This is an optimization exercise on Yosys and OpenROAD, whose aim is small area and a short achievable clock period, not a production implementation.
Power is estimated from default activity; no workload was simulated.

==> inputs of trial 42 <==
// mips_exec_stage
module mips_exec_stage
#(
  parameter logic [31:0] EXCEPT_VEC = 32'h8000_0000
)
(
  input  logic                  clk,
  input  logic                  rst_n,
  input  logic                  instr_valid,
  input  logic [WORD_W-1:0]     instr,
  input  logic [WORD_W-1:0]     rs_data,
  input  logic [WORD_W-1:0]     rt_data,
  input  logic [PC_W-1:0]       pc_crnt,
  input  logic [PC_W-1:0]       pc_next,
  input  logic                  cause_bd,
  input  logic                  exl,
  output logic                  greg_wen,
  output logic [REG_ADDR_W-1:0] greg_waddr,
  output logic [WORD_W-1:0]     greg_wdata,
  output logic                  pcreg_wen,
  output logic [PC_W-1:0]       pcreg_wdata,
  output logic                  exception,
  output logic                  cause_wen,
  output logic [3:0]            cause_excode,
  output logic                  epc_wen,
  output logic [WORD_W-1:0]     epc_data
);
  logic                  imm_op;
  logic                  imm_sext;
  logic                  sub;
  logic                  sh_var;
  logic                  sh_left;
  logic                  sh_arith;
  logic [1:0]            lop;
  logic                  sel_sum;
  logic                  sel_logic;
  logic                  sel_less;
  logic                  less_uns;
  logic                  sel_sll;
  logic                  sel_sr;
  logic                  sel_lui;
  ...
==> flow/config.mk <==
export PLATFORM = sky130hd
export DESIGN_NAME = mips_exec_stage
export DESIGN_NICKNAME = mips_exec_stage
export VERILOG_FILES = /design/flow/design.v
export SDC_FILE = /design/flow/constraint.sdc
export NUM_CORES = 4
export LEC_CHECK = 0
export ABC_AREA = 1
export CAP_MARGIN = 20
export CORE_MARGIN = 2
export CORE_UTILIZATION = 50
export PLACE_DENSITY = 0.75
export SETUP_SLACK_MARGIN = 3.25
export SLEW_MARGIN = 20
export BUFFER_PORTS_ARGS = -buffer_cell sky130_fd_sc_hd__buf_1
==> flow/constraint.sdc <==
create_clock -name core_clock -period 8.0 [get_ports {clk}]
set_input_delay 1.6000 -clock core_clock [delete_from_list [all_inputs] [get_ports {clk}]]
set_output_delay 1.6000 -clock core_clock [all_outputs]
set_load 0.01 [all_outputs]
standard.sh (not shown) runs the stock make flow with config.mk's settings and CLKGATE_MAP_FILE= SYNTH_SCRIPT=/design/flow/synth_recipe.tcl, a recipe that flattens the netlist after the stock synthesis.
==> flow/flow/run.sh <==
#!/bin/bash
set -e
echo "export BUFFER_PORTS_ARGS = -buffer_cell sky130_fd_sc_hd__buf_1" >> config.mk
export BUFFER_PORTS_ARGS="-buffer_cell sky130_fd_sc_hd__buf_1"
bash standard.sh > standard.log 2>&1
==> inputs of trial 87, as changes to trial 42 <==
--- a/flow/design.v
+++ b/flow/design.v
@@ -123,15 +123,15 @@
     else if (op[3:0] == 4'b0000)
       reserved = ~fn_ok;
     else if (op[3:0] == 4'b0001)
       reserved = (f_rt[4:1] != 4'b0000);
   end
   assign imm_op   = i_t;
   assign imm_sext = ~op[2];
-  assign sub      = i_t ? op[1] : fn[1];
+  assign sub      = i_t ? op[1] : (fn[1] & ~op[2]);
   assign sh_var   = fn[2];
   assign sh_left  = ~fn[1];
   assign sh_arith = fn[0];
   assign lop      = i_t ? op[1:0] : fn[1:0];
   assign sel_sum   = i_t ? (~op[2] & ~op[1]) : (fn[5] & ~fn[3] & ~fn[2]);
   assign sel_logic = i_t ? (op[2] & ~(op[1] & op[0])) : (fn[5] & fn[2]);
   assign sel_less  = i_t ? (~op[2] & op[1]) : (fn[5] & fn[3]);
@@ -206,17 +206,17 @@
     .g  ({g[N-1:1], g[0] | (p[0] & sub)}),
     .p  (p),
     .gc (gc)
   );
   assign c[N:1] = gc;
   assign c[0] = sub;
   assign sum  = p ^ c[N-1:0];
-  assign overflow = ~p[N-1] & (a[N-1] ^ c[N-1]);
+  assign overflow = c[N-1] ^ c[N];
   assign less  = less_uns ? ~c[N] : (p[N-1] ^ c[N]);
-  assign equal = sub ? &p : ~|p;
+  assign equal = ~|p;
   logic lg_g;
   logic lg_o;
   logic lg_x;
   logic lg_n;
   assign lg_g = sel_logic & (lop == 2'b00);
   assign lg_o = sel_logic & (lop == 2'b01);
   assign lg_x = sel_logic & (lop == 2'b10);
@@ -242,20 +242,21 @@
   assign sh_out = shamt[0] ? {fill,       s4[N-1:1]}     : s4;
   logic [N-1:0] sh_rev;
   always_comb
   begin
     for (int i = 0; i < N; i++)
       sh_rev[i] = sh_out[N-1-i];
   end
-  assign result = ({N{sel_sum}}   & sum)
-                | logic_r
-                | ({N{sel_less}}  & {{(N-1){1'b0}}, less})
-                | ({N{sel_sll}}   & sh_rev)
-                | ({N{sel_sr}}    & sh_out)
-                | ({N{sel_lui}}   & {imm, 16'h0000});
+  logic [N-1:0] other;
+  assign other = logic_r
+               | ({N{sel_sll}} & sh_rev)
+               | ({N{sel_sr}}  & sh_out)
+               | ({N{sel_lui}} & {imm, 16'h0000});
+  assign result[N-1:1] = sel_sum ? sum[N-1:1] : other[N-1:1];
+  assign result[0]     = sel_sum ? sum[0] : (sel_less ? less : other[0]);
 endmodule
 module mips_prefix
 #(
   parameter int W    = 32,
   parameter int ARCH = 0    
 )
 (
--- a/flow/config.mk
+++ b/flow/config.mk
@@ -6,10 +6,10 @@
 export NUM_CORES = 4
 export LEC_CHECK = 0
 export ABC_AREA = 1
 export CAP_MARGIN = 20
 export CORE_MARGIN = 2
 export CORE_UTILIZATION = 50
 export PLACE_DENSITY = 0.75
-export SETUP_SLACK_MARGIN = 3.25
+export SETUP_SLACK_MARGIN = 3.0
 export SLEW_MARGIN = 20
 export BUFFER_PORTS_ARGS = -buffer_cell sky130_fd_sc_hd__buf_1
==> comparison table <==
                                                                                            trial 42                 trial 87
Status                                                                       complete, no violations  complete, no violations
Slew HR                                                                                       30.04%                   31.53%
Via count of the first global-routing pass                                                     13547                    13650
Switching share of power                                                                      48.31%                   48.49%
CORE AREA                                                                                  23330 µm²                23400 µm²
Cell with the biggest individual delay on the critical path                    sky130_fd_sc_hd__ha_1  sky130_fd_sc_hd__nor4_1
Via count                                                                                      15118                    15420
Switching pwr                                                                               947.0 µW                 969.3 µW
Starting utilization of the core area                                                         50.50%                   50.93%
Static leakage                                                                           0.006386 µW              0.006587 µW
GR met1 Demand/Resource                                                                       48.12%                   54.51%
Post-layout utilization of the core                                                           57.43%                   58.30%
Worst-path maximum fanout                                                                          6                       24
Final min period                                                                            4.716 ns                 4.971 ns
RSZ-0062 raised after global routing                                                            true                    false
Placed instance area                                                                       12570 µm²                12670 µm²
Clock transition at the registers of the reported paths                                      0.07 ns                  0.06 ns
Share of synthesized cell area in full adder, half adder and majority cells                   11.13%                   11.00%
No functional check of the RTL was part of any run of this note.

[re-timing with driven ports]
Ports are ideal in the flow. The routed layouts listed here were re-timed in OpenROAD. Step 1 assumes that a clkbuf_16 drives the clock port and a buf_2 every other input. Step 2, shift: input delay + t, output delay - t, t = (earliest + latest rising clock arrival at the registers) / 2. This alone moves slack from input paths to output paths. a / b / c = ideal ports / drivers / drivers and shift; a / b = the first two.
run	t (ns)	setup slack, ns	clock arrival spread, ns	worst data-port slew with drivers (ns)
trial 42	0.404	3.284 / 3.306 / 2.902	0.010 / 0.011	0.08
trial 87	0.403	3.029 / 3.056 / 2.653	0.016 / 0.016	0.07
After both steps setup and hold are still met in every run listed. The setup slack of trial 42, which loses most, moves by +0.022 ns with the drivers and by -0.382 ns with both steps.
